Background: an optimization exercise with open tools, aiming at small area, a short achievable clock period and few clock cycles per item. Do not read the settings as production practice. Only simulation tests tie the RTL to the original design; equivalence was not proved. Power figures rest on the tool's default switching activity, not on a simulated workload.

==> flow/design.v (outline; a module is shown in full before it is edited, if it fits) <==
// module cossim_accum: 102 lines
// module cossim_sqacc16: 572 lines
// module cossim_sqacc17: 630 lines
// module cossim_magnitude: 147 lines
// module cossim_ctrl: 58 lines
// module cosine_similarity_core: 61 lines
module cosine_similarity_core (
   input  logic        clock,
   input  logic        reset,
   input  logic        req_tvalid,
   output logic        req_tready,
   input  logic [31:0] req_tdata,    
   input  logic        req_tlast,
   output logic        rsp_tvalid,
   input  logic        rsp_tready,
   output logic [15:0] rsp_tdata,    
   output logic [1:0]  rsp_tuser     
);
  // ...
==> flow/run.sh <==
#!/bin/bash
# synth_recipe.tcl (not shown) runs the flow's synth.tcl, then flattens the netlist and writes it again
# the make line also repeats each setting of config.mk as NAME=value (left out here)
make -C /OpenROAD-flow-scripts/flow DESIGN_CONFIG=/design/flow/config.mk WORK_HOME=/design/flow/orfs CLKGATE_MAP_FILE= SYNTH_SCRIPT=/design/flow/synth_recipe.tcl finish
==> flow/config.mk <==
export PLATFORM = sky130hd
export DESIGN_NAME = cosine_similarity_core
export DESIGN_NICKNAME = cosine_similarity_core
export VERILOG_FILES = /design/flow/design.v
export SDC_FILE = /design/flow/constraint.sdc
export NUM_CORES = 4
export LEC_CHECK = 0
export CAP_MARGIN = 20
export CORE_MARGIN = 2
export CORE_UTILIZATION = 40
export SLEW_MARGIN = 20
==> flow/constraint.sdc <==
create_clock -name core_clock -period 10.0 [get_ports {clock}]
set_input_delay 2.0000 -clock core_clock [delete_from_list [all_inputs] [get_ports {clock}]]
set_output_delay 2.0000 -clock core_clock [all_outputs]
set_load 0.01 [all_outputs]
==> reports/results.ini, run 1 <==
[worst_setup_path]
critical_path_arrival_ps = 6930
cp-end-kind = flop
start_kind = flop
critPathRequiredTime_ps = 10440
slowest_delay_ps = 930
r2r_start = u_ctrl.cmd_ff[5]
path_cells = buf_4, nor2_4, buf_4, buf_4, o21ai_0, fa_1, ha_1, ha_1, a21oi_1, a21oi_1, o21ai_0, a21boi_0, a21boi_1, o41ai_1, o21ai_1, xor2_1, a221oi_1, o21ai_0
critPathCapture = u_magnitude.rd_ff[41]

[finish]
seq_cells = 702
seq-cell-share_pct = 25.3
clk_share_pct = 4.46
top_regs = u_accum.ss_ff: 45 flops, u_magnitude.nh_ff: 45 flops, u_magnitude.rd_ff: 45 flops
area_growth_pct = 8.31
layout.cells.non_filler = 9006

[placed_design]
hpwl_mm = 146
dp_slack_ps = 3640
dp.cells = 8833

[detailed_routing]
num_vias = 49600
wl_met3_mm = 9.65
wl_met1_mm = 84.5
drcViolationCount = 0

[global_routing]
grt_pass1_vias = 49100
top_usage_layer = met2
met3_usage_pct = 2.73

[logic_synthesis]
synth.distinct_cells = 93
synth_top_family_by_area = adder cells
synthSimpleGateAreaFrac_pct = 16.5
yosysTopAreaCellShare_pct = 16.0
synth_fa_ha_area_share_pct = 26.1
synth_xor_area_share_pct = 7.29
ys_warn_count = 3

[die]
pin_count = 57
die_height_um = 402
core_um2 = 157000

[pwr]
seqPwrFrac_pct = 31.2
power.share.switching_pct = 40.2
power_mw = 12.6
powerDensity_nw_per_um2 = 184

[cts]
cts_tree = done
path_clk_slew_ps = 60
clockBufferDepth = 3
hold_buffers = 0

[status]
status = complete, no violations

[min_path]
hold_end = u_magnitude.ovf_ff

Testbench counts, summed over its fixed seeds: cycles 31,575, items 384.
==> run 2: changes to the inputs <==
--- a/flow/config.mk
+++ b/flow/config.mk
@@ -9,3 +9,4 @@
 export CORE_MARGIN = 2
 export CORE_UTILIZATION = 40
+export SETUP_SLACK_MARGIN = 4.5
 export SLEW_MARGIN = 20
==> run 2 against run 1 <==
Compared with the run above: still clean on timing, DRC and antenna; non-clock buffer count increased by 28; clock power increased by 6.2%; total power increased by 2.2%; largest cell class unchanged.
==> reports/results.ini, run 2 <==
[logic_synthesis]
synth_most_common_cell = inv_1
syn_nets = 8082
synth_seq_area_share_pct = 27.3
synthTopCellsByArea = fa_1, edfxtp_1, dfxtp_1
synth-edff-count = 324
yosys_most_used_dff = dfxtp_1
yosysTopAreaCellShare_pct = 16.0  ; unchanged
synth.distinct_cells = 93  ; unchanged
syn-instance-count = 7028
synth_common_cells = inv_1, nand2_1, ha_1
ys_warn_count = 3  ; unchanged
syn_area_um2 = 63300
synth.avg_cell_area_um2 = 9.01
synth_top_area_cell = fa_1
synth-seq-cells = 702
async_reset_ff_share_pct = 0

[timing]
clock_skew_ps = 71.3
fmax_mhz = 186
max_slew_margin_pct = 22.9
period_share_pct = 53.8
tightest_slew_ps = 1160
slew_viol_final = 0
rsz0062_at_grt = true
setup_viol = 0
period_minus_slack_ps = 5380
hold_violations = 0
tns_ps = 0

[detailed_routing]
routed_wl_mm = 191
vias_per_cell = 5.53
drcViolationCount = 0  ; unchanged
wl_per_cell_um = 21.1
ant_nets = 0
num_vias = 50000  ; +0.69%
firstDrtPassIters = 5
drt_iter0_drc = 4306

[global_routing]
grt_overflow = 0
grt_pass1_vias = 49800  ; +1.3%
grt.total_usage_pct = 23.4
antenna_found_initial = 11
grt_pass1_wl_mm = 295
grt_max_degree = 181

[cts]
clk-insertion-delay-late_ps = 770
hold_buffers = 0  ; unchanged
path_clk_slew_ps = 60  ; about the same
cts.sink_count = 702
clockBufferDepth = 3  ; unchanged
root_buffer = clkbuf_16
cts_tree = done
cts_buffers = 91
h-tree-depth = 3

[placed_design]
placed_area_um2 = 65600
io_buffers = 56
gp_congestion = 0.987
hpwl_mm = 146  ; +0.49%

[pwr]
power_mw = 12.9  ; +2.2%
cellLeakagePower_nw = 31.6
max-vdd-ir-drop_v = 0.000151
powerDensity_nw_per_um2 = 185  ; +1.0%

[die]
pin_count = 57  ; unchanged
start_util_pct = 40.4
rows = 145
die-area_um2 = 161000
die_w_um = 402
core_um2 = 157000  ; unchanged
die_height_um = 402  ; unchanged

[worst_setup_path]
path_cells = nor2_4, buf_12, and2_4, buf_4, nand2_1, o21ai_0, fa_1, ha_1, ha_1, a21o_1, a21o_1, a21oi_1, o22a_1, and4_1, a21boi_2, o41ai_4, o21ai_1, xor2_2, a221oi_1, o21ai_0
criticalPathCategory = reg -> reg
critical_path_arrival_ps = 5830  ; -1100 ps
cp_max_fo = 37
start_kind = flop
cp-end-kind = flop
slowest_delay_ps = 490  ; -440 ps
critPathRequiredTime_ps = 10450  ; about the same
cp_slowest_cell = o41ai_4

[finish]
final_cell_area_um2 = 69300
final_common_cell = inv_1
drive_above_1_share_pct = 4.72
area_growth_pct = 9.53
fin_util_pct = 44.2
top_regs = u_accum.ss_ff: 45 flops, u_magnitude.nh_ff: 45 flops, u_magnitude.rd_ff: 45 flops
fin_nets = 7952
layout_common_cells = inv_1, nand2_1, ha_1

[min_path]
worstHoldPathType = reg -> reg

[status]
status = complete, no violations

[run]
max-cap-violations = 0

run 2: cell counts after synthesis:
Identical to the previous run, type by type.
run 2: final timing paths:
kind	start	end	slack, ps	cells after the start
worst max-delay path	u_ctrl.cmd_ff[4]	u_magnitude.rd_ff[41]	4620	20
worst min-delay path	u_accum.s0_last	u_accum.s1_last	430	0
worst max register to register	u_ctrl.cmd_ff[4]	u_magnitude.rd_ff[41]	4620	20
worst min register to register	u_accum.s0_last	u_accum.s1_last	430	0
run 2: cells by family (layout without fill, tap and decap cells):
group                    count (synthesis)  in the layout  share of synthesized area (%)
XOR/XNOR                               527            527                           7.29
multiplexers                           111            111                           1.79
other                                    0              3                              0
AND/OR/NAND/NOR                       2111           2112                           16.5
buffers and inverters                 1104           1052                           6.58
flip-flops                             702            702                           27.3
adder cells (fa/ha/maj)               1017           1017                           26.1
AO/OA/AOI/OAI                         1456           1456                           14.4
run 2: worst max-delay path: cells and delay by family (launching register included):
family / cells / cell delay (ps)
AO/OA/AOI/OAI: 10 / 2170
AND/OR/NAND/NOR: 4 / 760
adder cells (fa/ha/maj): 3 / 1100
XOR/XNOR: 1 / 210
flip-flops: 1 / 400
buffers and inverters: 2 / 440
run 2: timing repair:
| item | 4_1_cts | 5_1_grt |
|---|---|---|
| buffers inserted | 11 | 12 |
| pin swaps | 1 | 3 |
| gates resized for setup | 26 | 19 |
| setup endpoints to repair | 93 | 59 |
| gates cloned | 1 | 0 |
run 2: per-stage QoR:
stage                     cells  setup WS [ps]  hold slack, ps
after CTS                  9023           4500             435
after global routing       9035           4420             450
after detailed placement   8839           3140             421
after floorplan            7028           4550             400
after global placement     8839           3180             413
final                      9038           4620             432
run 2: area by class of cell:
type | instances | area, um^2
diodes | 3 | 7.51
clock buffers | 128 | 2650
well taps | 2058 | 2570
fillers | 15300 | 87400
clock inverters | 44 | 652
flip-flops and latches | 702 | 17300
multi-input cells | 5223 | 42000
repair buffers | 127 | 1250
inverters | 753 | 2830
run 2: per-layer routing:
metal	GRT usage (%)	share of wire [%]	vias to the layer above
met1	31.2	44	24500
met2	37.5	45	1485
li1	-	-	23600
met5	0	0.015	-
met4	10.8	4.9	4
met3	3.50	6.1	375
run 2: where the power goes:
part           total, mW  switching, mW  internal (mW)
Sequential          3.92          0.460           3.46
Clock               3.60           1.46           2.13
Combinational       5.34           3.23           2.12
Total               12.9           5.15           7.71
==> run 3: changes to the inputs <==
--- a/flow/config.mk
+++ b/flow/config.mk
@@ -9,4 +9,4 @@
 export CORE_MARGIN = 2
 export CORE_UTILIZATION = 40
-export SETUP_SLACK_MARGIN = 4.5
+export SETUP_SLACK_MARGIN = 5.0
 export SLEW_MARGIN = 20
==> run 3 against run 2 <==
Compared with the run above: count of clock-buffer cells in the layout down 10; non-clock buffer count rose by 38; final cell count up 0.29%; critical path depth grew 2; still clean; largest cell class unchanged; largest power group unchanged; cell area grew 1.1%; sequential power about the same; highest routed layer is now met4.
==> reports/results.ini, run 3 <==
[logic_synthesis]
synth_top_area_cell = fa_1
yosys_most_used_dff = dfxtp_1
synth_seq_area_share_pct = 27.3  ; unchanged
synth.distinct_cells = 93  ; unchanged
synth-edff-count = 324  ; unchanged
syn-instance-count = 7028  ; unchanged
synth-seq-cells = 702  ; unchanged
synth_compound_area_share_pct = 14.4  ; unchanged
yosysTopAreaCellShare_pct = 16.0  ; unchanged
synth_xor_area_share_pct = 7.29  ; unchanged
ys_warn_count = 3  ; unchanged
async_reset_ff_share_pct = 0  ; unchanged
synth.avg_cell_area_um2 = 9.01  ; unchanged
syn_nets = 8082  ; unchanged
synthTopCellsByArea = fa_1, edfxtp_1, dfxtp_1
synthSimpleGateAreaFrac_pct = 16.5  ; unchanged
synth_most_common_cell = inv_1
synth_common_cells = inv_1, nand2_1, ha_1
synth_fa_ha_area_share_pct = 26.1  ; unchanged
synth_top_family_by_area = adder cells
muxShareOfSynthArea_pct = 1.79  ; unchanged
syn_area_um2 = 63300  ; unchanged

[timing]
period_share_pct = 50.8  ; -3.0 points
fmax_mhz = 197  ; +5.9%
setup_viol = 0  ; unchanged
holdWs_ps = 453  ; +21.4 ps
clock_skew_ps = 67.0  ; -4.26 ps
slew_viol_final = 0  ; unchanged
period_minus_slack_ps = 5080  ; -299 ps
hold_violations = 0  ; unchanged
worst_slack_ps = 4920  ; +299 ps
max_slew_margin_pct = 23.5  ; +0.56 points
rsz0062_at_grt = true
tns_ps = 0  ; unchanged
tightest_slew_ps = 1140  ; -18.9 ps

[detailed_routing]
num_vias = 50300  ; +0.63%
drcViolationCount = 0  ; unchanged
vias_per_cell = 5.55  ; +0.34%
ant_nets = 0  ; unchanged
routed_wl_mm = 192  ; +0.72%
wl_per_cell_um = 21.2  ; +0.43%
firstDrtPassIters = 7  ; +2
drt_iter0_drc = 3966  ; -7.9%

[cts]
clk-insertion-delay-late_ps = 750  ; -20 ps
clockBufferDepth = 3  ; unchanged
cts_buffers = 87  ; -4.4%
h-tree-depth = 3  ; unchanged
cts.sink_count = 702  ; unchanged
path_clk_slew_ps = 60  ; about the same
hold_buffers = 0  ; unchanged
root_buffer = clkbuf_16
cts_tree = done

[die]
start_util_pct = 40.4  ; unchanged
die_w_um = 402  ; unchanged
die_height_um = 402  ; unchanged
pin_count = 57  ; unchanged
core_um2 = 157000  ; unchanged
rows = 145  ; unchanged
die-area_um2 = 161000  ; unchanged

[placed_design]
io_buffers = 56  ; unchanged
hpwl_mm = 145  ; -0.92%
placed_area_um2 = 65500  ; about the same
dp_slack_ps = 3450  ; +306 ps
gp_congestion = 0.964  ; -2.3%

[pwr]
power_mw = 12.7  ; -1.1%
cellLeakagePower_nw = 31.9  ; +0.89%
powerDensity_nw_per_um2 = 181  ; -2.2%
max-vdd-ir-drop_v = 0.000158  ; +4.1%

[global_routing]
grt_overflow = 0  ; unchanged
grt.total_usage_pct = 23.4  ; -0.029 points
grt_max_degree = 154  ; -15%
antenna_found_initial = 5  ; -6
grt_pass1_vias = 49600  ; -0.29%
grt_pass1_wl_mm = 294  ; -0.25%

[finish]
area_growth_pct = 10.8
seq_area_um2 = 17300  ; unchanged
multi_input_area_um2 = 42600  ; +1.3%
fill_cells = 15300  ; +0.020%
top_regs = u_accum.ss_ff: 45 flops, u_magnitude.nh_ff: 45 flops, u_magnitude.rd_ff: 45 flops
final_cell_area_um2 = 70100  ; +1.1%
final_common_cell = inv_1
fin_nets = 7986  ; +0.43%
drive_above_1_share_pct = 6.30  ; +1.6 points
layout_common_cells = inv_1, nand2_1, fa_1

[min_path]
worstHoldPathType = reg -> reg

[worst_setup_path]
critPathRequiredTime_ps = 10590  ; +140 ps
cp_slowest_cell = edfxtp_1
critical_path_arrival_ps = 5670  ; -160 ps
start_kind = flop
cp-end-kind = flop
criticalPathCategory = reg -> reg
slowest_delay_ps = 510  ; +20 ps
path_cells = nor2b_4, and2_4, buf_12, nand2_4, o21ai_2, fa_1, fa_1, ha_2, inv_2, fa_2, inv_2, a21oi_2, o21bai_2, a31oi_4, o21ba_4, o31ai_4, a221oi_4, buf_4, o21bai_4, xor2_4, nand2_2, a22oi_2
cp_max_fo = 4  ; -89%

[status]
status = complete, no violations

[run]
max-cap-violations = 0  ; unchanged

[run 3: path summary, 6_finish.rpt]
kind	startpoint	to	slack, ps	depth (start not counted)
hold reg to reg	u_accum.s0_last	u_accum.s1_last	450	0
setup / recovery	u_magnitude.nl_ff[0]	u_magnitude.rd_ff[29]	4920	22
setup reg to reg	u_magnitude.nl_ff[0]	u_magnitude.rd_ff[29]	4920	22
hold / removal	u_accum.s0_last	u_accum.s1_last	450	0
[run 3: layer usage]
metal	track usage, %	vias up	share of wire, %
li1	-	23700	-
met1	31.5	24600	44
met2	37.7	1596	45
met3	2.91	387	5.8
met4	10.2	0	4.8
met5	0	-	0
[run 3: repair_timing]
item,CTS,global route
cloned,7,4
pin swaps,16,36
resized for setup,68,123
setup endpoints to repair,113,96
setup buffers,39,18
[run 3: critical path: cells and delay by family (launching register included)]
family	cells	cell delay, ps
xor gates and xnor gates	1	250
and+or+nand+nor	4	510
buffers and inverters	4	420
AOI/OAI and AO/OA	9	1640
adders and majority gates	4	1550
DFF	1	510
[run 3: kinds of logic (layout without fill, tap and decap cells)]
group / count (synthesis) / count (layout)
adder cells (fa/ha/maj): 1017 / 1017
AND/OR/NAND/NOR: 2111 / 2112
buffers and inverters: 1104 / 1080
XOR/XNOR: 527 / 527
multiplexers: 111 / 111
AO/OA/AOI/OAI: 1456 / 1456
other: 0 / 1
flip-flops: 702 / 702
[run 3: power breakdown]
group / switching (mW) / internal [mW]
sequential: 0.465 / 3.46
clock: 1.39 / 1.94
combinational: 3.26 / 2.19
[run 3: per-stage QoR]
stage	util [%]	std cells
after floorplan	-	7028
after global placement	41.8	8833
after detailed placement	41.8	8833
after CTS	44.3	9041
after global routing	44.7	9063
final	44.7	9064
[run 3: final cells by class]
cell class              instances  share of cell area [%]
clock buffers                 118                    3.49
multi-input cells            5223                    60.7
inverters                     753                    4.04
well taps                    2058                    3.67
repair buffers                165                    2.58
flip-flops and latches        702                    24.7
diodes                          1                 0.00357
clock inverters                44                   0.799
==> run 4: changes to the inputs <==
--- a/flow/config.mk
+++ b/flow/config.mk
@@ -6,4 +6,5 @@
 export NUM_CORES = 4
 export LEC_CHECK = 0
+export ABC_AREA = 1
 export CAP_MARGIN = 20
 export CORE_MARGIN = 2
==> run 4 against run 3 <==
Compared with the run above: clock power barely moved; flip-flop and latch count did not move; sequential share of layout area down 2.1 points; via count is 29% higher; die area is 10% higher; utilization is 0.76 points lower; final cell count rose by 37%; non-clock buffer count decreased by 53; setup slack improved by 240 ps; cell area grew 9.0%; first-iteration DRC count grew 55%; critical endpoint is now u_magnitude.rd_ff[26]; largest cell class unchanged.
==> reports/results.ini, run 4 <==
[cts]
cts_tree = done
root_buffer = clkbuf_16
clk-insertion-delay-late_ps = 740  ; about the same
h-tree-depth = 3  ; unchanged
cts.sink_count = 702  ; unchanged
path_clk_slew_ps = 70  ; about the same
cts_buffers = 88  ; +1.1%
clockBufferDepth = 3  ; unchanged

[global_routing]
grt_pass1_vias = 63000  ; +27%
grt.total_usage_pct = 30.7  ; +7.3 points
grt_overflow = 0  ; unchanged
grt_max_degree = 84  ; -45%
grt_pass1_wl_mm = 408  ; +39%
antenna_found_initial = 12  ; +7

[finish]
area_growth_pct = 9.31
drive_above_1_share_pct = 3.06  ; -3.2 points
top_regs = u_accum.ss_ff: 45 flops, u_magnitude.nh_ff: 45 flops, u_magnitude.rd_ff: 45 flops
final_common_cell = nand2_1
layout_common_cells = nand2_1, inv_1, nor2_1
fin_nets = 11000  ; +38%

[placed_design]
gp_congestion = 0.988  ; +2.6%
hpwl_mm = 233  ; +60%
dp_slack_ps = 4190  ; +738 ps
io_buffers = 56  ; unchanged

[logic_synthesis]
syn-instance-count = 9973  ; +42%
yosys_most_used_dff = dfxtp_1
synth_common_cells = nand2_1, inv_1, nor2_1
synth-seq-cells = 702  ; unchanged
synth_most_common_cell = nand2_1
synth_top_area_cell = fa_1
synth.avg_cell_area_um2 = 7.01  ; -22%
syn_area_um2 = 69900  ; +10%
synth.distinct_cells = 53  ; -43%
async_reset_ff_share_pct = 0  ; unchanged
synth_seq_area_share_pct = 24.7  ; -2.6 points
ys_warn_count = 3  ; unchanged
yosysTopAreaCellShare_pct = 14.5  ; -1.5 points
synth-edff-count = 324  ; unchanged
syn_nets = 11000  ; +36%
synthTopCellsByArea = fa_1, nand2_1, edfxtp_1

[die]
core_um2 = 174000  ; +11%
rows = 153  ; +5.5%
start_util_pct = 40.2  ; -0.16 points
pin_count = 57  ; unchanged
die_height_um = 422  ; +5.1%
die_w_um = 422  ; +5.1%
die-area_um2 = 178000  ; +10%

[timing]
hold_violations = 0  ; unchanged
worst_slack_ps = 5160  ; +244 ps
tns_ps = 0  ; unchanged
period_share_pct = 48.4  ; -2.4 points
setup_viol = 0  ; unchanged
clock_skew_ps = 34.9  ; -32.1 ps
period_minus_slack_ps = 4840  ; -244 ps
slew_viol_final = 0  ; unchanged
rsz0062_at_grt = true
max_slew_margin_pct = 23.4  ; -0.15 points
fmax_mhz = 207  ; +5.0%
tightest_slew_ps = 1140  ; +5.89 ps

[worst_setup_path]
criticalPathCategory = reg -> reg
critPathRequiredTime_ps = 10460  ; -130 ps
reg2reg_slack_ps = 5160  ; +240 ps
reg2reg_to = u_magnitude.rd_ff[26]
r2r_start = u_ctrl.cmd_ff[4]
rr_worst_depth = 22  ; unchanged
cp_max_fo = 45  ; +41
start_kind = flop
cp-end-kind = flop
critical_path_arrival_ps = 5290  ; -380 ps

[detailed_routing]
drcViolationCount = 0  ; unchanged
num_vias = 64900  ; +29%
routed_wl_mm = 278  ; +45%
drt_iter0_drc = 6136  ; +55%
ant_nets = 0  ; unchanged
vias_per_cell = 5.24  ; -5.6%
wl_per_cell_um = 22.5  ; +5.9%
firstDrtPassIters = 7  ; unchanged

[run]
max-cap-violations = 0  ; unchanged

[min_path]
hold_end = u_magnitude.ra_ff[0]
holdPathStages = 0  ; unchanged
hold_start = u_accum.xs_ff[0]
worstHoldPathType = reg -> reg

[pwr]
cellLeakagePower_nw = 38.0  ; +19%
max-vdd-ir-drop_v = 0.000130  ; -17%
powerDensity_nw_per_um2 = 185  ; +2.1%

[status]
status = complete, no violations

run 4: cell families after synthesis:
logic type                 Yosys count  share of synthesized area (%)
adders and majority gates         1017                           23.6
buffers and inverters             2101                           11.3
xor gates and xnor gates           323                           4.09
DFF                                702                           24.7
AOI/OAI and AO/OA                 1193                           9.30
and+or+nand+nor                   4637                           26.9
run 4: worst max-delay path, stage by stage, from the launching register on:
cell and delay (ps):
dfxtp_2 370, buf_12 200, nor2_2 170, buf_12 200
buf_8 200, inv_2 60, buf_12 180, nand2_1 110
nand2_1 90, fa_1 500, ha_1 300, ha_1 400
nand2_1 110, nor2_1 350, nand2_1 200, nor2_1 290
nand2_1 110, nand3_1 70, nand2_1 120, nand3_1 210
nand2_1 70, nand2_1 70, nand2_1 60
run 4: repair_timing:
item,4_1_cts,5_1_grt
endpoints found under the setup margin,122,86
hold buffers,0,0
cloned,1,2
setup buffers,2,7
resized for setup,26,35
pin swaps,2,1
run 4: through the flow:
stage               std cells  cell area (um^2)  total power, mW  utilization, %  hold WS, ps
detailed placement      12200             73000             10.7            42.0          416
global placement        12200             73000             10.7            42.0          402
CTS                     12400             76100             14.1            43.8          429
finish                  12400             76400             14.2            44.0          429
floorplan                9973             69900             8.45               -          400
global route            12400             76400             15.2            44.0          446
run 4: routing by layer:
metal	routed length, um	track usage (%)
met1	120000	40.6
met4	15900	15.8
met2	124000	49.0
met3	18500	4.21
met5	13	0
run 4: worst max path at each step:
stage	from	endpoint	slack, ps	cells after the start
after floorplan	u_ctrl.cmd_ff[4]	u_magnitude.nl_ff[28]	5700	25
after global placement	u_ctrl.cmd_ff[4]	u_magnitude.rd_ff[40]	4180	23
after detailed placement	u_ctrl.cmd_ff[4]	u_magnitude.rd_ff[33]	4190	23
after CTS	u_ctrl.cmd_ff[4]	u_magnitude.nl_ff[28]	5010	25
after global routing	u_ctrl.cmd_ff[4]	u_magnitude.rd_ff[19]	4980	21
final	u_ctrl.cmd_ff[4]	u_magnitude.rd_ff[26]	5160	22
run 4: area by class of cell:
cell class                      count  area [um^2]
Sequential cell                   702        17300
Tap cell                         2325         2910
Timing Repair Buffer              112         1190
Clock buffer                      109         2400
Antenna cell                       13         32.5
Clock inverter                     56          564
Multi-Input combinational cell   7170        44800
Fill cell                       18300        97400
Inverter                         1903         7190
run 4: report_power, final:
part           leakage [nW]  internal, mW  switching, mW  total, mW
clock network          1.43          1.92           1.42       3.35
logic                  30.4          2.16           4.67       6.83
registers              6.17          3.49          0.481       3.97
==> run 5: changes to the inputs <==
--- a/flow/config.mk
+++ b/flow/config.mk
@@ -6,8 +6,7 @@
 export NUM_CORES = 4
 export LEC_CHECK = 0
-export ABC_AREA = 1
 export CAP_MARGIN = 20
 export CORE_MARGIN = 2
-export CORE_UTILIZATION = 40
+export CORE_UTILIZATION = 55
 export SETUP_SLACK_MARGIN = 5.0
 export SLEW_MARGIN = 20
==> run 5 against run 4 <==
Compared with the run above: sequential share of layout area grew 2.4 points; flip-flop and latch count is the same; total power shrank 11%; via count shrank 23%; sequential power is essentially flat; register-to-register slack lost 150 ps; count of clock-buffer cells in the layout grew 11; clock power shrank 4%; highest routed layer unchanged; synthesized cell count shrank 30%; critical path depth shrank 1; non-clock buffer count grew 42; utilization grew 17 points.
==> reports/results.ini, run 5 <==
[die]
die-area_um2 = 118000  ; -34%
pin_count = 57  ; unchanged
die_w_um = 343  ; -19%
die_height_um = 343  ; -19%
core_um2 = 114000  ; -34%
start_util_pct = 55.4  ; +15 points
rows = 124  ; -19%

[cts]
path_clk_slew_ps = 70  ; about the same
cts_tree = done
root_buffer = clkbuf_16
cts.sink_count = 702  ; unchanged
clockBufferDepth = 3  ; unchanged
h-tree-depth = 3  ; unchanged
clk-insertion-delay-late_ps = 690  ; -50 ps
hold_buffers = 0  ; unchanged
cts_buffers = 86  ; -2.3%

[logic_synthesis]
synth_seq_area_share_pct = 27.3  ; +2.6 points
async_reset_ff_share_pct = 0  ; unchanged
yosys_most_used_dff = dfxtp_1
yosysTopAreaCellShare_pct = 16.0  ; +1.5 points
muxShareOfSynthArea_pct = 1.79  ; +1.8 points
ys_warn_count = 3  ; unchanged
syn-instance-count = 7028  ; -30%
synth-seq-cells = 702  ; unchanged
synth_top_family_by_area = adder cells
synthSimpleGateAreaFrac_pct = 16.5  ; -10 points
synth_common_cells = inv_1, nand2_1, ha_1
synth.distinct_cells = 93  ; +75%
synthTopCellsByArea = fa_1, edfxtp_1, dfxtp_1
synth-edff-count = 324  ; unchanged
synth_top_area_cell = fa_1
synth_xor_area_share_pct = 7.29  ; +3.2 points
syn_nets = 8082  ; -27%
synth.avg_cell_area_um2 = 9.01  ; +28%
synth_most_common_cell = inv_1
synth_compound_area_share_pct = 14.4  ; +5.1 points
synth_fa_ha_area_share_pct = 26.1  ; +2.5 points
syn_area_um2 = 63300  ; -9.5%

[global_routing]
grt_max_degree = 137  ; +63%
grt_overflow = 0  ; unchanged
grt_pass1_vias = 49000  ; -22%
antenna_found_initial = 7  ; -5
grt.total_usage_pct = 31.8  ; +1.1 points
grt_pass1_wl_mm = 289  ; -29%

[finish]
antenna_cells = 0  ; -13
top_regs = u_accum.ss_ff: 45 flops, u_magnitude.nh_ff: 45 flops, u_magnitude.rd_ff: 45 flops
drive_above_1_share_pct = 6.20  ; +3.1 points
layout.cells.non_filler = 8507  ; -31%
layout_common_cells = inv_1, nand2_1, fa_1
area_growth_pct = 9.35  ; about the same
final_common_cell = inv_1
fin_nets = 7976  ; -28%

[detailed_routing]
firstDrtPassIters = 6  ; -1
vias_per_cell = 5.91  ; +13%
num_vias = 50200  ; -23%
drt_iter0_drc = 4153  ; -32%
drcViolationCount = 0  ; unchanged
wl_per_cell_um = 22.2  ; -1.1%
ant_nets = 0  ; unchanged
routed_wl_mm = 189  ; -32%

[pwr]
power_mw = 12.6  ; -11%
max-vdd-ir-drop_v = 0.000162  ; +24%
powerDensity_nw_per_um2 = 182  ; -1.7%
cellLeakagePower_nw = 31.8  ; -16%

[placed_design]
dp.cells = 8290  ; -32%
gp_congestion = 1.00  ; +1.3%
hpwl_mm = 142  ; -39%
io_buffers = 56  ; unchanged

[timing]
clock_skew_ps = 23.1  ; -11.9 ps
slew_viol_final = 0  ; unchanged
period_share_pct = 49.9  ; +1.5 points
max_slew_margin_pct = 13.6  ; -9.8 points
hold_violations = 0  ; unchanged
tns_ps = 0  ; unchanged
tightest_slew_ps = 1280  ; +141 ps
setup_viol = 0  ; unchanged
fmax_mhz = 201  ; -3.0%
rsz0062_at_grt = true
period_minus_slack_ps = 4990  ; +148 ps

[run]
max-cap-violations = 0  ; unchanged

[worst_setup_path]
path_cells = buf_12, nor2_4, buf_12, and2_4, clkbuf_16, nand2_4, o21ai_4, fa_1, ha_4, ha_4, a21o_1, a21o_1, a21oi_2, o22a_1, and4_4, a21boi_4, o41ai_4, mux2i_1, nand4_1, and2_1, a22oi_2
cp_max_fo = 8  ; -82%
critPathBufInv = 3  ; -2
start_kind = flop
critPathTopFamily = compound AO/OA/AOI/OAI gates
criticalPathCategory = reg -> reg
slowest_delay_ps = 510  ; about the same
cp-end-kind = flop
cp_slowest_cell = o41ai_4
critPathRequiredTime_ps = 10530  ; +70 ps
critical_path_arrival_ps = 5520  ; +230 ps

[min_path]
worstHoldPathType = reg -> reg

[status]
status = complete, no violations

-- run 5: changes by cell type after synthesis, moves of 258 or more --
cell	before	now
nor2_1	1169	344
nor2b_1	0	276
nand2_1	2699	715
and3_1	9	267
nand3_1	441	100
inv_1	1879	751
-- run 5: metal layers --
layer  global-route usage (%)  wire, um  up-vias
met5                        0        55        -
met1                     44.7     84700    24500
li1                         -         -    23700
met2                     49.5     83500     1653
met4                     12.6      8400        8
met3                     4.91     12400      369
-- run 5: final cells by class --
class | count | area (um^2)
clock buffer | 120 | 2480
clock inverter | 41 | 355
fill | 10200 | 45000
inverter | 753 | 2860
multi-input combinational | 5223 | 42600
sequential | 702 | 17300
tap | 1512 | 1890
timing repair buffer | 154 | 1690
timing repair inverter | 2 | 20.0
-- run 5: cell families (layout without fill, tap and decap cells) --
group                    after synthesis  in the layout
buffers and inverters               1104           1070
AND/OR/NAND/NOR                     2111           2112
AO/OA/AOI/OAI                       1456           1456
multiplexers                         111            111
XOR/XNOR                             527            527
adder cells (fa/ha/maj)             1017           1017
flip-flops                           702            702
-- run 5: worst reg2reg max path: stages (launching register included) --
cell and delay (ps):
dfxtp_4 350, buf_12 150, nor2_4 140, buf_12 130, and2_4 270, clkbuf_16 210
nand2_4 60, o21ai_4 60, fa_1 480, ha_4 270, ha_4 250, a21o_1 170
a21o_1 170, a21oi_2 190, o22a_1 190, and4_4 270, a21boi_4 100, o41ai_4 510
mux2i_1 320, nand4_1 160, and2_1 230, a22oi_2 150
-- run 5: power breakdown --
group	switching (mW)	total [mW]	leakage, nW	internal (mW)
sequential	0.492	3.95	6.15	3.46
clock	1.36	3.20	1.38	1.85
combinational	3.25	5.45	24.2	2.20
total	5.10	12.6	31.8	7.50
-- run 5: repair_timing --
item | 4_1_cts | 5_1_grt
setup endpoints to repair | 137 | 77
cloned | 9 | 4
pin swaps | 19 | 67
buffers inserted | 22 | 21
gates resized for setup | 63 | 138
-- run 5: per-stage QoR --
| stage | worst slack (ps) | hold WS (ps) | area (um^2) | utilization, % |
|---|---|---|---|---|
| 6_report | 5010 | 460 | 69200 | 60.6 |
| 4_1_cts | 4960 | 452 | 68400 | 59.9 |
| 2_1_floorplan | 5010 | 400 | 63400 | - |
| 3_5_place_dp | 2680 | 438 | 64900 | 56.8 |
| 3_3_place_gp | 2790 | 431 | 64900 | 56.8 |
| 5_1_grt | 4870 | 471 | 69200 | 60.6 |
-- run 5: final timing paths --
path                         start                     to  slack, ps  depth (start not counted)
setup / recovery  u_ctrl.cmd_ff[5]  u_magnitude.rd_ff[38]       5010                         21
hold / removal    u_accum.xs_ff[0]   u_magnitude.ra_ff[0]        460                          0
setup reg to reg  u_ctrl.cmd_ff[5]  u_magnitude.rd_ff[38]       5010                         21
hold reg to reg   u_accum.xs_ff[0]   u_magnitude.ra_ff[0]        460                          0
==> module cossim_accum, before the edit <==
module cossim_accum (
   input  logic                          clock,
   input  logic                          reset,
   input  logic                          req_tvalid,
   output logic                          req_tready,
   input  logic [31:0]                   req_tdata,
   input  logic                          req_tlast,
   input  logic                          take_sums,    
   input  logic                          take_next,    
   output logic                          handoff,
   output logic [cossim_pkg::E_W-1:0]    x_energy,
   output logic [cossim_pkg::E_W-1:0]    y_energy,
   output logic [cossim_pkg::S_W-1:0]    s_energy,
   output logic                          overflowed
);
   localparam int EW = 43;
   localparam int SW = 45;
   localparam int CW = 13;
   logic          s0_v, s0_last;
   logic [15:0]   s0_x, s0_y;
   logic          s1_v, s1_last;
   logic [14:0]   s1_xv, s1_yv;
   logic [15:0]   s1_sv;
   logic          s1_xn, s1_yn, s1_sn;
   logic [EW-1:0] xs_ff, xc_ff, ys_ff, yc_ff;
   logic [SW-1:0] ss_ff, sc_ff;
   logic [CW-1:0] cnt_ff;
   logic          ovf_ff, done_ff, stall_ff, mv_ff, base0_ff;
   logic          s1_v_n, done_n, stall_n;
   logic [16:0]   s0_s;
   logic [14:0]   x_v, y_v;
   logic [15:0]   s_v;
   logic          x_n, y_n, s_n;
   logic [EW-1:0] xs_b, xc_b, ys_b, yc_b, xs_n, xc_n, ys_n, yc_n;
   logic [SW-1:0] ss_b, sc_b, ss_n, sc_n;
   always_comb begin
      handoff    = done_ff && take_sums;
      req_tready = !stall_ff;
      s0_s       = {s0_x[15], s0_x} + {s0_y[15], s0_y};
      s1_v_n  = stall_ff ? s1_v : s0_v;
      done_n  = stall_ff ? done_ff : (s1_v && s1_last);
      stall_n = done_n && !take_next;
      x_v  = mv_ff ? s1_xv : '0;
      y_v  = mv_ff ? s1_yv : '0;
      s_v  = mv_ff ? s1_sv : '0;
      x_n  = mv_ff && s1_xn;
      y_n  = mv_ff && s1_yn;
      s_n  = mv_ff && s1_sn;
      xs_b = base0_ff ? '0 : xs_ff;
      xc_b = base0_ff ? '0 : xc_ff;
      ys_b = base0_ff ? '0 : ys_ff;
      yc_b = base0_ff ? '0 : yc_ff;
      ss_b = base0_ff ? '0 : ss_ff;
      sc_b = base0_ff ? '0 : sc_ff;
   end
   cossim_sqacc16 u_xx (.v(x_v), .n(x_n), .acc_s(xs_b), .acc_c(xc_b), .sum_s(xs_n), .sum_c(xc_n));
   cossim_sqacc16 u_yy (.v(y_v), .n(y_n), .acc_s(ys_b), .acc_c(yc_b), .sum_s(ys_n), .sum_c(yc_n));
   cossim_sqacc17 u_ss (.v(s_v), .n(s_n), .acc_s(ss_b), .acc_c(sc_b), .sum_s(ss_n), .sum_c(sc_n));
   always_ff @(posedge clock) begin
      if (!stall_ff) begin
         s0_x    <= req_tdata[15:0];
         s0_y    <= req_tdata[31:16];
         s0_last <= req_tlast;
         s1_xn   <= s0_x[15];
         s1_xv   <= s0_x[14:0] ^ {15{s0_x[15]}};
         s1_yn   <= s0_y[15];
         s1_yv   <= s0_y[14:0] ^ {15{s0_y[15]}};
         s1_sn   <= s0_s[16];
         s1_sv   <= s0_s[15:0] ^ {16{s0_s[16]}};
         s1_last <= s0_last;
      end
      xs_ff  <= xs_n;
      xc_ff  <= xc_n;
      ys_ff  <= ys_n;
      yc_ff  <= yc_n;
      ss_ff  <= ss_n;
      sc_ff  <= sc_n;
      cnt_ff <= (base0_ff ? CW'(0) : cnt_ff) + CW'(mv_ff);
      ovf_ff <= (base0_ff ? 1'b0 : ovf_ff) || (mv_ff && !base0_ff && cnt_ff[CW-1]);
   end
   always_ff @(posedge clock) begin
      if (reset) begin
         s0_v     <= 1'b0;
         s1_v     <= 1'b0;
         done_ff  <= 1'b0;
         stall_ff <= 1'b0;
         mv_ff    <= 1'b0;
         base0_ff <= 1'b1;
      end else begin
         if (!stall_ff) s0_v <= req_tvalid;
         s1_v     <= s1_v_n;
         done_ff  <= done_n;
         stall_ff <= stall_n;
         mv_ff    <= s1_v_n && !stall_n;
         base0_ff <= done_n && take_next;
      end
   end
   assign x_energy   = xs_ff + xc_ff;
   assign y_energy   = ys_ff + yc_ff;
   assign s_energy   = ss_ff + sc_ff;
   assign overflowed = ovf_ff;
endmodule
==> module cossim_magnitude, before the edit <==
module cossim_magnitude (
   input  logic                          clock,
   input  logic                          reset,
   input  cossim_pkg::mag_cmd_type       cmd,
   input  logic                          emit,
   input  logic                          handoff,
   input  logic [cossim_pkg::E_W-1:0]    x_energy,
   input  logic [cossim_pkg::E_W-1:0]    y_energy,
   input  logic [cossim_pkg::S_W-1:0]    s_energy,
   input  logic                          overflowed,
   input  logic                          rsp_tready,
   output logic                          rsp_tvalid,
   output logic [cossim_pkg::SIM_W-1:0]  rsp_tdata,
   output logic [1:0]                    rsp_tuser,
   output logic                          out_free,
   output logic                          out_empty
);
   localparam int EW = 43;
   localparam int SW = 45;
   localparam int HW = 44;
   localparam int RW = 88;
   logic [EW-1:0] ra_ff;             
   logic [SW-1:0] rd_ff;             
   logic [HW-1:0] ph_ff, pl_ff;      
   logic [HW:0]   nh_ff;             
   logic [HW-1:0] nl_ff;
   logic          ovf_ff, zero_ff, neg_ff;
   logic [1:0]    qsh_ff;            
   logic [18:0]   rem_ff;            
   logic [16:0]   root_ff;           
   logic          rsp_valid_ff;
   logic [15:0]   sim_ff;
   logic [1:0]    status_ff;
   logic [RW-1:0] preg;
   logic [RW:0]   nreg, db, dsum;
   logic          sneg, tneg;
   logic [HW+2:0] na, nb, nc, nsum;
   logic [1:0]    nk;
   logic [HW+1:0] psum;
   logic [19:0]   rem4, sdiff;
   logic [18:0]   trial;
   logic [16:0]   rinc;
   logic [15:0]   mag;
   logic [15:0]   sim;
   logic [1:0]    status;
   always_comb begin
      preg = {ph_ff, pl_ff};
      nreg = {nh_ff, nl_ff};
      sneg = nh_ff[HW];
      tneg = rd_ff[SW-1];
      db   = sneg ? {preg, 1'b0} : ~{preg, 1'b0};
      dsum = {nreg[RW-1:0], 1'b0} + db + (RW+1)'(!sneg);
      psum = (HW+2)'(ph_ff) + (pl_ff[0] ? (HW+2)'(ra_ff) : '0)
                            + (pl_ff[1] ? {(HW+2)'(ra_ff), 1'b0} : '0);
      na = (HW+3)'(nh_ff);
      nb = nl_ff[0] ? (HW+3)'(rd_ff) : '0;
      nc = nl_ff[1] ? {(HW+2)'(rd_ff), 1'b0} : '0;
      nk = 2'd0;
      if (cmd.prep1) begin
         na = (HW+3)'(rd_ff);
         nb = ~{{(HW+3-EW){1'b0}}, ra_ff};
         nc = ~{3'b0, pl_ff};
         nk = 2'd2;
      end else if (cmd.prep2) begin
         na = {{(HW+3-SW){tneg}}, rd_ff ^ {SW{tneg}}};
         nb = '0;
         nc = '0;
         nk = {1'b0, tneg};
      end
      nsum = na + nb + nc + (HW+3)'(nk);
      rem4  = {rem_ff[17:0], qsh_ff};
      trial = {root_ff, 2'b01};
      sdiff = rem4 - 20'(trial);
      rinc = root_ff + 17'd1;
      mag  = rinc[16:1];
      if (ovf_ff) begin
         status = cossim_pkg::STATUS_OVERFLOW;
         sim    = '0;
      end else if (zero_ff) begin
         status = cossim_pkg::STATUS_ZERO;
         sim    = '0;
      end else begin
         status = cossim_pkg::STATUS_OK;
         if (neg_ff) sim = -mag;
         else if (mag[15]) sim = 16'h7fff;
         else sim = mag;
      end
      out_free = !rsp_valid_ff || rsp_tready;
   end
   always_ff @(posedge clock) begin
      if (handoff) begin
         ra_ff  <= x_energy;
         rd_ff  <= s_energy;
         ph_ff  <= '0;
         pl_ff  <= HW'(y_energy);
         ovf_ff <= overflowed;
      end else begin
         if (cmd.pmul) begin
            ph_ff <= psum[HW+1:2];
            pl_ff <= {psum[1:0], pl_ff[HW-1:2]};
         end
         if (cmd.prep1) rd_ff <= nsum[SW-1:0];
         if (cmd.prep2) rd_ff <= SW'(nsum[SW-1:1]);
      end
      if (cmd.prep1) zero_ff <= (ra_ff == '0) || (pl_ff == '0);
      if (cmd.prep2) neg_ff <= tneg;
      if (cmd.div) begin
         nh_ff <= dsum[RW:HW];
         nl_ff <= dsum[HW-1:0];
      end else if (cmd.prep2) begin
         nh_ff <= '0;
         nl_ff <= HW'(nsum[SW-1:1]);
      end else if (cmd.nmul) begin
         nh_ff <= (HW+1)'(nsum[HW+1:2]);
         nl_ff <= {nsum[1:0], nl_ff[HW-1:2]};
      end
      if (cmd.prep1) begin
         qsh_ff  <= '0;
         rem_ff  <= '0;
         root_ff <= '0;
      end else begin
         if (cmd.div) qsh_ff <= {qsh_ff[0], !dsum[RW]};
         if (cmd.sqrt) begin
            if (!sdiff[19]) begin
               rem_ff  <= sdiff[18:0];
               root_ff <= {root_ff[15:0], 1'b1};
            end else begin
               rem_ff  <= rem4[18:0];
               root_ff <= {root_ff[15:0], 1'b0};
            end
         end
      end
      if (emit) begin
         sim_ff    <= sim;
         status_ff <= status;
      end
   end
   always_ff @(posedge clock) begin
      if (reset) rsp_valid_ff <= 1'b0;
      else if (emit) rsp_valid_ff <= 1'b1;
      else if (rsp_tready) rsp_valid_ff <= 1'b0;
   end
   assign rsp_tvalid = rsp_valid_ff;
   assign out_empty  = !rsp_valid_ff;
   assign rsp_tdata  = sim_ff;
   assign rsp_tuser  = status_ff;
endmodule
==> module cossim_ctrl, before the edit <==
module cossim_ctrl (
   input  logic                    clock,
   input  logic                    reset,
   input  logic                    handoff,
   input  logic                    out_free,
   input  logic                    out_empty,
   input  logic                    rsp_tready,
   output logic                    take_next,
   output logic                    take_sums,
   output logic                    emit,
   output cossim_pkg::mag_cmd_type cmd
);
   logic       idle_ff, run_ff, emit_ff, take_ff;
   logic       idle_n, emit_n, empty_n;
   logic [5:0] c_ff, c_in;
   logic       run_in;
   cossim_pkg::mag_cmd_type cmd_ff, cmd_in;
   always_comb begin
      emit      = emit_ff && out_free;
      take_sums = take_ff;
      idle_n    = handoff ? 1'b0 : (emit ? 1'b1 : idle_ff);
      emit_n    = (run_ff && c_ff == 6'd58) ? 1'b1 : (emit ? 1'b0 : emit_ff);
      empty_n   = !emit && (out_empty || rsp_tready);
      take_next = idle_n || (emit_n && empty_n);
      run_in = run_ff;
      c_in   = c_ff + 6'd1;
      if (handoff) begin
         run_in = 1'b1;
         c_in   = 6'd1;
      end else if (run_ff && c_ff == 6'd58) begin
         run_in = 1'b0;
      end
      cmd_in       = '0;
      cmd_in.prep1 = run_in && (c_in == 6'd1);
      cmd_in.prep2 = run_in && (c_in == 6'd2);
      cmd_in.pmul  = run_in && (c_in >= 6'd1) && (c_in <= 6'd22);
      cmd_in.nmul  = run_in && (c_in >= 6'd3) && (c_in <= 6'd24);
      cmd_in.div   = run_in && (c_in >= 6'd25) && (c_in <= 6'd57);
      cmd_in.sqrt  = run_in && (c_in >= 6'd26) && !c_in[0];
   end
   always_ff @(posedge clock) begin
      c_ff <= c_in;
      if (reset) begin
         idle_ff <= 1'b1;
         take_ff <= 1'b1;
         run_ff  <= 1'b0;
         emit_ff <= 1'b0;
         cmd_ff  <= '0;
      end else begin
         run_ff <= run_in;
         cmd_ff <= cmd_in;
         idle_ff <= idle_n;
         emit_ff <= emit_n;
         take_ff <= take_next;
      end
   end
   assign cmd = cmd_ff;
endmodule
==> module cosine_similarity_core, before the edit <==
module cosine_similarity_core (
   input  logic        clock,
   input  logic        reset,
   input  logic        req_tvalid,
   output logic        req_tready,
   input  logic [31:0] req_tdata,    
   input  logic        req_tlast,
   output logic        rsp_tvalid,
   input  logic        rsp_tready,
   output logic [15:0] rsp_tdata,    
   output logic [1:0]  rsp_tuser     
);
   cossim_pkg::mag_cmd_type              cmd;
   logic                                 take_sums, take_next, emit, handoff, out_free, out_empty, overflowed;
   logic [cossim_pkg::E_W-1:0]           x_energy, y_energy;
   logic [cossim_pkg::S_W-1:0]           s_energy;
   cossim_accum u_accum (
      .clock      (clock),
      .reset      (reset),
      .req_tvalid (req_tvalid),
      .req_tready (req_tready),
      .req_tdata  (req_tdata),
      .req_tlast  (req_tlast),
      .take_sums  (take_sums),
      .take_next  (take_next),
      .handoff    (handoff),
      .x_energy   (x_energy),
      .y_energy   (y_energy),
      .s_energy   (s_energy),
      .overflowed (overflowed)
   );
   cossim_ctrl u_ctrl (
      .clock     (clock),
      .reset     (reset),
      .handoff   (handoff),
      .out_free  (out_free),
      .out_empty (out_empty),
      .rsp_tready(rsp_tready),
      .take_next (take_next),
      .take_sums (take_sums),
      .emit      (emit),
      .cmd       (cmd)
   );
   cossim_magnitude u_magnitude (
      .clock      (clock),
      .reset      (reset),
      .cmd        (cmd),
      .emit       (emit),
      .handoff    (handoff),
      .x_energy   (x_energy),
      .y_energy   (y_energy),
      .s_energy   (s_energy),
      .overflowed (overflowed),
      .rsp_tready (rsp_tready),
      .rsp_tvalid (rsp_tvalid),
      .rsp_tdata  (rsp_tdata),
      .rsp_tuser  (rsp_tuser),
      .out_free   (out_free),
      .out_empty  (out_empty)
   );
endmodule
==> run 6: changes to the inputs <==
--- a/flow/design.v
+++ b/flow/design.v
@@ -6,4 +6,5 @@
    localparam int E_W     = 43;                     
    localparam int S_W     = 45;                     
+   localparam int T_W     = 45;                     
    localparam int H_W     = 44;                     
    localparam int R_W     = 2 * H_W;                
@@ -43,8 +44,6 @@
    endfunction
    typedef struct packed {
-      logic prep1;      
-      logic prep2;      
-      logic pmul;       
-      logic nmul;       
+      logic first;      
+      logic mul;        
       logic div;        
       logic sqrt;       
@@ -64,5 +63,5 @@
    output logic [cossim_pkg::E_W-1:0]    x_energy,
    output logic [cossim_pkg::E_W-1:0]    y_energy,
-   output logic [cossim_pkg::S_W-1:0]    s_energy,
+   output logic [cossim_pkg::T_W-1:0]    dot,           
    output logic                          overflowed
 );
@@ -151,5 +150,8 @@
    assign x_energy   = xs_ff + xc_ff;
    assign y_energy   = ys_ff + yc_ff;
-   assign s_energy   = ss_ff + sc_ff;
+   logic [SW:0] dot2;
+   assign dot2       = {1'b0, ss_ff} + {1'b0, sc_ff} - {3'b0, xs_ff} - {3'b0, xc_ff}
+                       - {3'b0, ys_ff} - {3'b0, yc_ff};
+   assign dot        = dot2[SW:1];
    assign overflowed = ovf_ff;
 endmodule
@@ -1365,5 +1367,5 @@
    input  logic [cossim_pkg::E_W-1:0]    x_energy,
    input  logic [cossim_pkg::E_W-1:0]    y_energy,
-   input  logic [cossim_pkg::S_W-1:0]    s_energy,
+   input  logic [cossim_pkg::T_W-1:0]    dot,
    input  logic                          overflowed,
    input  logic                          rsp_tready,
@@ -1375,12 +1377,14 @@
 );
    localparam int EW = 43;
-   localparam int SW = 45;
+   localparam int TW = 45;
    localparam int HW = 44;
    localparam int RW = 88;
+   localparam int AW = 47;           
    logic [EW-1:0] ra_ff;             
-   logic [SW-1:0] rd_ff;             
+   logic [TW-1:0] rd_ff;             
    logic [HW-1:0] ph_ff, pl_ff;      
    logic [HW:0]   nh_ff;             
    logic [HW-1:0] nl_ff;
+   logic          pb_ff, nb_ff;      
    logic          ovf_ff, zero_ff, neg_ff;
    logic [1:0]    qsh_ff;            
@@ -1392,8 +1396,6 @@
    logic [RW-1:0] preg;
    logic [RW:0]   nreg, db, dsum;
-   logic          sneg, tneg;
-   logic [HW+2:0] na, nb, nc, nsum;
-   logic [1:0]    nk;
-   logic [HW+1:0] psum;
+   logic          sneg;
+   logic [AW-1:0] psum, nsum;
    logic [19:0]   rem4, sdiff;
    logic [18:0]   trial;
@@ -1402,32 +1404,28 @@
    logic [15:0]   sim;
    logic [1:0]    status;
+   function automatic logic [AW-1:0] booth_step(input logic [AW-1:0] acc,
+                                                 input logic [AW-1:0] m,
+                                                 input logic b1, input logic b0, input logic bp);
+      logic          one, two, neg;
+      logic [AW-1:0] op;
+      one = b0 ^ bp;
+      two = (b1 & !b0 & !bp) | (!b1 & b0 & bp);
+      neg = b1;
+      op  = ((one ? m : '0) | (two ? {m[AW-2:0], 1'b0} : '0)) ^ {AW{neg}};
+      booth_step = acc + op + {{(AW-1){1'b0}}, neg};
+   endfunction
    always_comb begin
       preg = {ph_ff, pl_ff};
       nreg = {nh_ff, nl_ff};
       sneg = nh_ff[HW];
-      tneg = rd_ff[SW-1];
       db   = sneg ? {preg, 1'b0} : ~{preg, 1'b0};
-      dsum = {nreg[RW-1:0], 1'b0} + db + (RW+1)'(!sneg);
-      psum = (HW+2)'(ph_ff) + (pl_ff[0] ? (HW+2)'(ra_ff) : '0)
-                            + (pl_ff[1] ? {(HW+2)'(ra_ff), 1'b0} : '0);
-      na = (HW+3)'(nh_ff);
-      nb = nl_ff[0] ? (HW+3)'(rd_ff) : '0;
-      nc = nl_ff[1] ? {(HW+2)'(rd_ff), 1'b0} : '0;
-      nk = 2'd0;
-      if (cmd.prep1) begin
-         na = (HW+3)'(rd_ff);
-         nb = ~{{(HW+3-EW){1'b0}}, ra_ff};
-         nc = ~{3'b0, pl_ff};
-         nk = 2'd2;
-      end else if (cmd.prep2) begin
-         na = {{(HW+3-SW){tneg}}, rd_ff ^ {SW{tneg}}};
-         nb = '0;
-         nc = '0;
-         nk = {1'b0, tneg};
-      end
-      nsum = na + nb + nc + (HW+3)'(nk);
+      dsum = {nreg[RW-1:0], 1'b0} + db + {{RW{1'b0}}, !sneg};
+      psum = booth_step({{(AW-HW){ph_ff[HW-1]}}, ph_ff}, {{(AW-EW){1'b0}}, ra_ff},
+                        pl_ff[1], pl_ff[0], pb_ff);
+      nsum = booth_step({{(AW-HW-1){nh_ff[HW]}}, nh_ff}, {{(AW-TW){rd_ff[TW-1]}}, rd_ff},
+                        nl_ff[1], nl_ff[0], nb_ff);
       rem4  = {rem_ff[17:0], qsh_ff};
       trial = {root_ff, 2'b01};
-      sdiff = rem4 - 20'(trial);
+      sdiff = rem4 - {1'b0, trial};
       rinc = root_ff + 17'd1;
       mag  = rinc[16:1];
@@ -1449,29 +1447,26 @@
       if (handoff) begin
          ra_ff  <= x_energy;
-         rd_ff  <= s_energy;
+         rd_ff  <= dot;
          ph_ff  <= '0;
-         pl_ff  <= HW'(y_energy);
+         pl_ff  <= {1'b0, y_energy};
+         pb_ff  <= 1'b0;
+         nh_ff  <= '0;
+         nl_ff  <= dot[HW-1:0];
+         nb_ff  <= 1'b0;
          ovf_ff <= overflowed;
-      end else begin
-         if (cmd.pmul) begin
-            ph_ff <= psum[HW+1:2];
-            pl_ff <= {psum[1:0], pl_ff[HW-1:2]};
-         end
-         if (cmd.prep1) rd_ff <= nsum[SW-1:0];
-         if (cmd.prep2) rd_ff <= SW'(nsum[SW-1:1]);
-      end
-      if (cmd.prep1) zero_ff <= (ra_ff == '0) || (pl_ff == '0);
-      if (cmd.prep2) neg_ff <= tneg;
-      if (cmd.div) begin
+         neg_ff <= dot[TW-1];
+      end else if (cmd.mul) begin
+         ph_ff <= psum[HW+1:2];
+         pl_ff <= {psum[1:0], pl_ff[HW-1:2]};
+         pb_ff <= pl_ff[1];
+         nh_ff <= nsum[HW+2:2];
+         nl_ff <= {nsum[1:0], nl_ff[HW-1:2]};
+         nb_ff <= nl_ff[1];
+      end else if (cmd.div) begin
          nh_ff <= dsum[RW:HW];
          nl_ff <= dsum[HW-1:0];
-      end else if (cmd.prep2) begin
-         nh_ff <= '0;
-         nl_ff <= HW'(nsum[SW-1:1]);
-      end else if (cmd.nmul) begin
-         nh_ff <= (HW+1)'(nsum[HW+1:2]);
-         nl_ff <= {nsum[1:0], nl_ff[HW-1:2]};
       end
-      if (cmd.prep1) begin
+      if (cmd.first) zero_ff <= (ra_ff == '0) || (pl_ff == '0);
+      if (cmd.first) begin
          qsh_ff  <= '0;
          rem_ff  <= '0;
@@ -1526,5 +1521,5 @@
       take_sums = take_ff;
       idle_n    = handoff ? 1'b0 : (emit ? 1'b1 : idle_ff);
-      emit_n    = (run_ff && c_ff == 6'd58) ? 1'b1 : (emit ? 1'b0 : emit_ff);
+      emit_n    = (run_ff && c_ff == 6'd56) ? 1'b1 : (emit ? 1'b0 : emit_ff);
       empty_n   = !emit && (out_empty || rsp_tready);
       take_next = idle_n || (emit_n && empty_n);
@@ -1534,14 +1529,12 @@
          run_in = 1'b1;
          c_in   = 6'd1;
-      end else if (run_ff && c_ff == 6'd58) begin
+      end else if (run_ff && c_ff == 6'd56) begin
          run_in = 1'b0;
       end
       cmd_in       = '0;
-      cmd_in.prep1 = run_in && (c_in == 6'd1);
-      cmd_in.prep2 = run_in && (c_in == 6'd2);
-      cmd_in.pmul  = run_in && (c_in >= 6'd1) && (c_in <= 6'd22);
-      cmd_in.nmul  = run_in && (c_in >= 6'd3) && (c_in <= 6'd24);
-      cmd_in.div   = run_in && (c_in >= 6'd25) && (c_in <= 6'd57);
-      cmd_in.sqrt  = run_in && (c_in >= 6'd26) && !c_in[0];
+      cmd_in.first = run_in && (c_in == 6'd1);
+      cmd_in.mul   = run_in && (c_in >= 6'd1) && (c_in <= 6'd22);
+      cmd_in.div   = run_in && (c_in >= 6'd23) && (c_in <= 6'd55);
+      cmd_in.sqrt  = run_in && (c_in >= 6'd24) && !c_in[0];
    end
    always_ff @(posedge clock) begin
@@ -1579,5 +1572,5 @@
    logic                                 take_sums, take_next, emit, handoff, out_free, out_empty, overflowed;
    logic [cossim_pkg::E_W-1:0]           x_energy, y_energy;
-   logic [cossim_pkg::S_W-1:0]           s_energy;
+   logic [cossim_pkg::T_W-1:0]           dot;
    cossim_accum u_accum (
       .clock      (clock),
@@ -1592,5 +1585,5 @@
       .x_energy   (x_energy),
       .y_energy   (y_energy),
-      .s_energy   (s_energy),
+      .dot        (dot),
       .overflowed (overflowed)
    );
@@ -1615,5 +1608,5 @@
       .x_energy   (x_energy),
       .y_energy   (y_energy),
-      .s_energy   (s_energy),
+      .dot        (dot),
       .overflowed (overflowed),
       .rsp_tready (rsp_tready),
--- a/flow/config.mk
+++ b/flow/config.mk
@@ -8,5 +8,5 @@
 export CAP_MARGIN = 20
 export CORE_MARGIN = 2
-export CORE_UTILIZATION = 55
+export CORE_UTILIZATION = 40
 export SETUP_SLACK_MARGIN = 5.0
 export SLEW_MARGIN = 20
==> run 6 against run 5 <==
Compared with the run above: still clean; clock skew is 11 ps higher; clock power is 6.9% higher; sequential power is 18% higher; critical path type unchanged.
==> reports/results.ini, run 6 <==
[status]
status = complete, no violations

[logic_synthesis]
syn-instance-count = 7417  ; +5.5%
synth_top_area_cell = fa_1
synthTopCellsByArea = fa_1, dfxtp_1, edfxtp_1
synthSimpleGateAreaFrac_pct = 14.6  ; -1.8 points
synth_compound_area_share_pct = 15.6  ; +1.2 points
synth_xor_area_share_pct = 6.59  ; -0.70 points
synth-edff-count = 278  ; -14%
synth.distinct_cells = 81  ; -13%
synth_fa_ha_area_share_pct = 28.9  ; +2.8 points
syn_area_um2 = 66000  ; +4.2%
synth_top_family_by_area = adder cells
yosys_most_used_dff = dfxtp_1
syn_nets = 8557  ; +5.9%
synth_most_common_cell = inv_1
synth-seq-cells = 701  ; -0.14%
synth_seq_area_share_pct = 25.5  ; -1.8 points
yosysTopAreaCellShare_pct = 17.9  ; +1.8 points
ys_warn_count = 3  ; unchanged
synth_common_cells = inv_1, a21oi_1, fa_1
async_reset_ff_share_pct = 0  ; unchanged
muxShareOfSynthArea_pct = 1.28  ; -0.51 points
synth.avg_cell_area_um2 = 8.89  ; -1.3%

[cts]
clk-insertion-delay-late_ps = 710  ; +20 ps
cts_buffers = 89  ; +3.5%
cts.sink_count = 701  ; -0.14%
root_buffer = clkbuf_16
clockBufferDepth = 3  ; unchanged
cts_tree = done
path_clk_slew_ps = 60  ; about the same
h-tree-depth = 3  ; unchanged

[global_routing]
grt_max_degree = 158  ; +15%
grt_pass1_vias = 51300  ; +4.8%
grt.total_usage_pct = 22.3  ; -9.5 points
grt_overflow = 0  ; unchanged
grt_pass1_wl_mm = 296  ; +2.5%
antenna_found_initial = 11  ; +4

[timing]
slew_viol_final = 0  ; unchanged
max_slew_margin_pct = 26.3  ; +13 points
period_share_pct = 52.8  ; +3.0 points
tightest_slew_ps = 1100  ; -186 ps
fmax_mhz = 189  ; -5.6%
period_minus_slack_ps = 5280  ; +296 ps
clock_skew_ps = 34.2  ; +11.2 ps
hold_violations = 0  ; unchanged
rsz0062_at_grt = true
setup_viol = 0  ; unchanged
tns_ps = 0  ; unchanged

[die]
core_um2 = 164000  ; +44%
die_w_um = 410  ; +19%
die_height_um = 410  ; +19%
start_util_pct = 40.1  ; -15 points
rows = 149  ; +20%
pin_count = 57  ; unchanged
die-area_um2 = 168000  ; +43%

[detailed_routing]
vias_per_cell = 5.38  ; -8.9%
num_vias = 51300  ; +2.2%
wl_met3_mm = 8.13  ; -34%
wl_per_cell_um = 20.0  ; -10%
drt_iter0_drc = 3771  ; -9.2%
top_layer = met4
routed_wl_mm = 191  ; +0.93%
wl_met1_mm = 83.8  ; -1.0%
drcViolationCount = 0  ; unchanged
ant_nets = 0  ; unchanged
firstDrtPassIters = 5  ; -1
dr_wl_met2_mm = 90.9  ; +8.9%

[finish]
fill_cells = 16100  ; +58%
area_growth_pct = 9.89
fin_nets = 8419  ; +5.6%
drive_above_1_share_pct = 4.99  ; -1.2 points
seq_area_um2 = 16800  ; -2.7%
top_regs = u_accum.ss_ff: 45 flops, u_magnitude.nh_ff: 45 flops
final_common_cell = inv_1
layout_common_cells = inv_1, fa_1, a21oi_1
multi_input_area_um2 = 44800  ; +5.1%
layout.cells.non_filler = 9539  ; +12%

[run]
max-cap-violations = 0  ; unchanged

[pwr]
cellLeakagePower_nw = 32.1  ; +1.1%
powerDensity_nw_per_um2 = 341  ; +87%
max-vdd-ir-drop_v = 0.000400  ; +150%

[worst_setup_path]
cp-end-kind = flop
cp_slowest_cell = fa_1
path_cells = inv_1, fa_1, inv_1, fa_1, inv_1, fa_1, inv_1, ha_1, a21oi_2, o21ai_2, a21oi_2, o21ai_2, a21o_4, a2111oi_4, o21a_1, o21ai_2, a21o_1, o31a_1, a311oi_2, xnor2_1, o22a_1
critPathBufInv = 4  ; +1
slowest_delay_ps = 530  ; +20 ps
cp_max_fo = 4  ; -4
critPathRequiredTime_ps = 10450  ; -80 ps
start_kind = flop
reg2reg_slack_ps = 4720  ; -300 ps
criticalPathCategory = reg -> reg
critPathTopFamily = compound AO/OA/AOI/OAI gates
critical_path_arrival_ps = 5730  ; +210 ps
critPathMostFrequentCell = inv_1

[placed_design]
io_buffers = 56  ; unchanged
hpwl_mm = 148  ; +4.0%
gp_congestion = 0.934  ; -6.7%
dp.cells = 9320  ; +12%

[min_path]
worstHoldPathType = reg -> reg

==> run 6: cell types whose count changed after synthesis, moves of 27 or more <==
cell,change
a21oi_1,+203
nand2_1,-189
inv_1,+173
nor2_1,+167
o21ai_0,-157
o22ai_1,+91
maj3_1,+86
fa_1,+82
nor2b_1,-69
nand2b_1,+47
edfxtp_1,-46
dfxtp_1,+45
o31ai_1,+44
clkbuf_1,+27
==> run 6: per-layer routing <==
layer,global-route usage [%],vias up
met3,2.42,316
li1,-,24700
met2,38.0,1167
met1,29.1,25100
met4,8.42,0
met5,0,-
==> run 6: path summary, 6_finish.rpt <==
check / start / endpoint / depth (start not counted)
hold reg to reg: u_accum.s0_last / u_accum.s1_last / 0
hold / removal: u_accum.s0_last / u_accum.s1_last / 0
setup / recovery: u_accum.sc_ff[4] / u_magnitude.nl_ff[43] / 21
setup reg to reg: u_accum.sc_ff[4] / u_magnitude.nl_ff[43] / 21
==> run 6: area by class of cell <==
type                    instances  area share [%]
diodes                          2         0.00691
inverters                     928            4.82
clock inverters                44           0.753
well taps                    2189            3.78
clock buffers                 116            3.43
repair buffers                152            2.18
multi-input cells            5407            61.8
flip-flops and latches        701            23.2
==> run 6: power by group <==
group | switching (mW) | internal, mW
Clock | 1.38 | 2.04
Sequential | 0.775 | 3.89
Combinational | 9.83 | 6.78
==> run 6: metrics by stage <==
stage	hold WS, ps	setup slack, ps	util [%]	total power, mW	cell area [um^2]
2_1_floorplan	400	4990	-	15.1	66000
3_3_place_gp	406	4120	41.5	19.3	68200
3_5_place_dp	409	4120	41.5	19.4	68200
4_1_cts	423	4660	43.7	23.6	71800
5_1_grt	437	4560	44.1	26.4	72500
6_report	421	4720	44.1	24.7	72500
==> run 6: logic make-up after synthesis <==
family	count (synthesis)
flops	701
fa+ha+maj	1189
xor+xnor	496
mux	84
simple gates	1979
buf+inv	1309
compound gates	1659
==> run 6: repair_timing <==
| item | in CTS | in global routing |
|---|---|---|
| endpoints found under the hold margin | 0 | 0 |
| gates resized for setup | 76 | 77 |
| setup endpoints to repair | 94 | 98 |
| pin swaps | 31 | 48 |
| setup buffers | 21 | 33 |
| hold buffers | 0 | 0 |
| gates cloned | 2 | 1 |
Testbench counts of run 6, summed over its fixed seeds: cycles 31,273, items 384.

what the ideal ports hide:
The flow's constraints put no driver on any port. The routed layouts listed below were extracted and timed again, unchanged, in two steps.
Step 1: set_driving_cell puts a clkbuf_16 on clock and a buf_2 on each other input, an assumption about the parent block.
Step 2 times the ports against the registers' clock, not the clock port: input delays grow and output delays shrink by t, the midpoint of the rising clock arrivals with the driver on.
Slacks: ideal ports / drivers / drivers and shift; pairs: ideal ports / drivers.
run | t (ns) | setup WS [ns] | worst hold slack (ns) | worst register clock-pin slew, ns
run 1 | 0.785 | 3.504 / 3.504 / 3.504 | 0.451 / 0.451 / 0.451 | 0.07 / 0.07
run 2 | 0.814 | 4.619 / 4.619 / 4.619 | 0.432 / 0.432 / 0.432 | 0.07 / 0.07
run 3 | 0.803 | 4.918 / 4.918 / 4.918 | 0.453 / 0.453 / 0.453 | 0.07 / 0.07
run 4 | 0.804 | 5.162 / 5.162 / 5.162 | 0.429 / 0.429 / 0.429 | 0.07 / 0.07
run 5 | 0.754 | 5.014 / 5.014 / 5.014 | 0.460 / 0.460 / 0.460 | 0.07 / 0.07
run 6 | 0.778 | 4.719 / 4.719 / 4.719 | 0.421 / 0.421 / 0.421 | 0.07 / 0.07
After both steps every run listed still meets setup and hold.
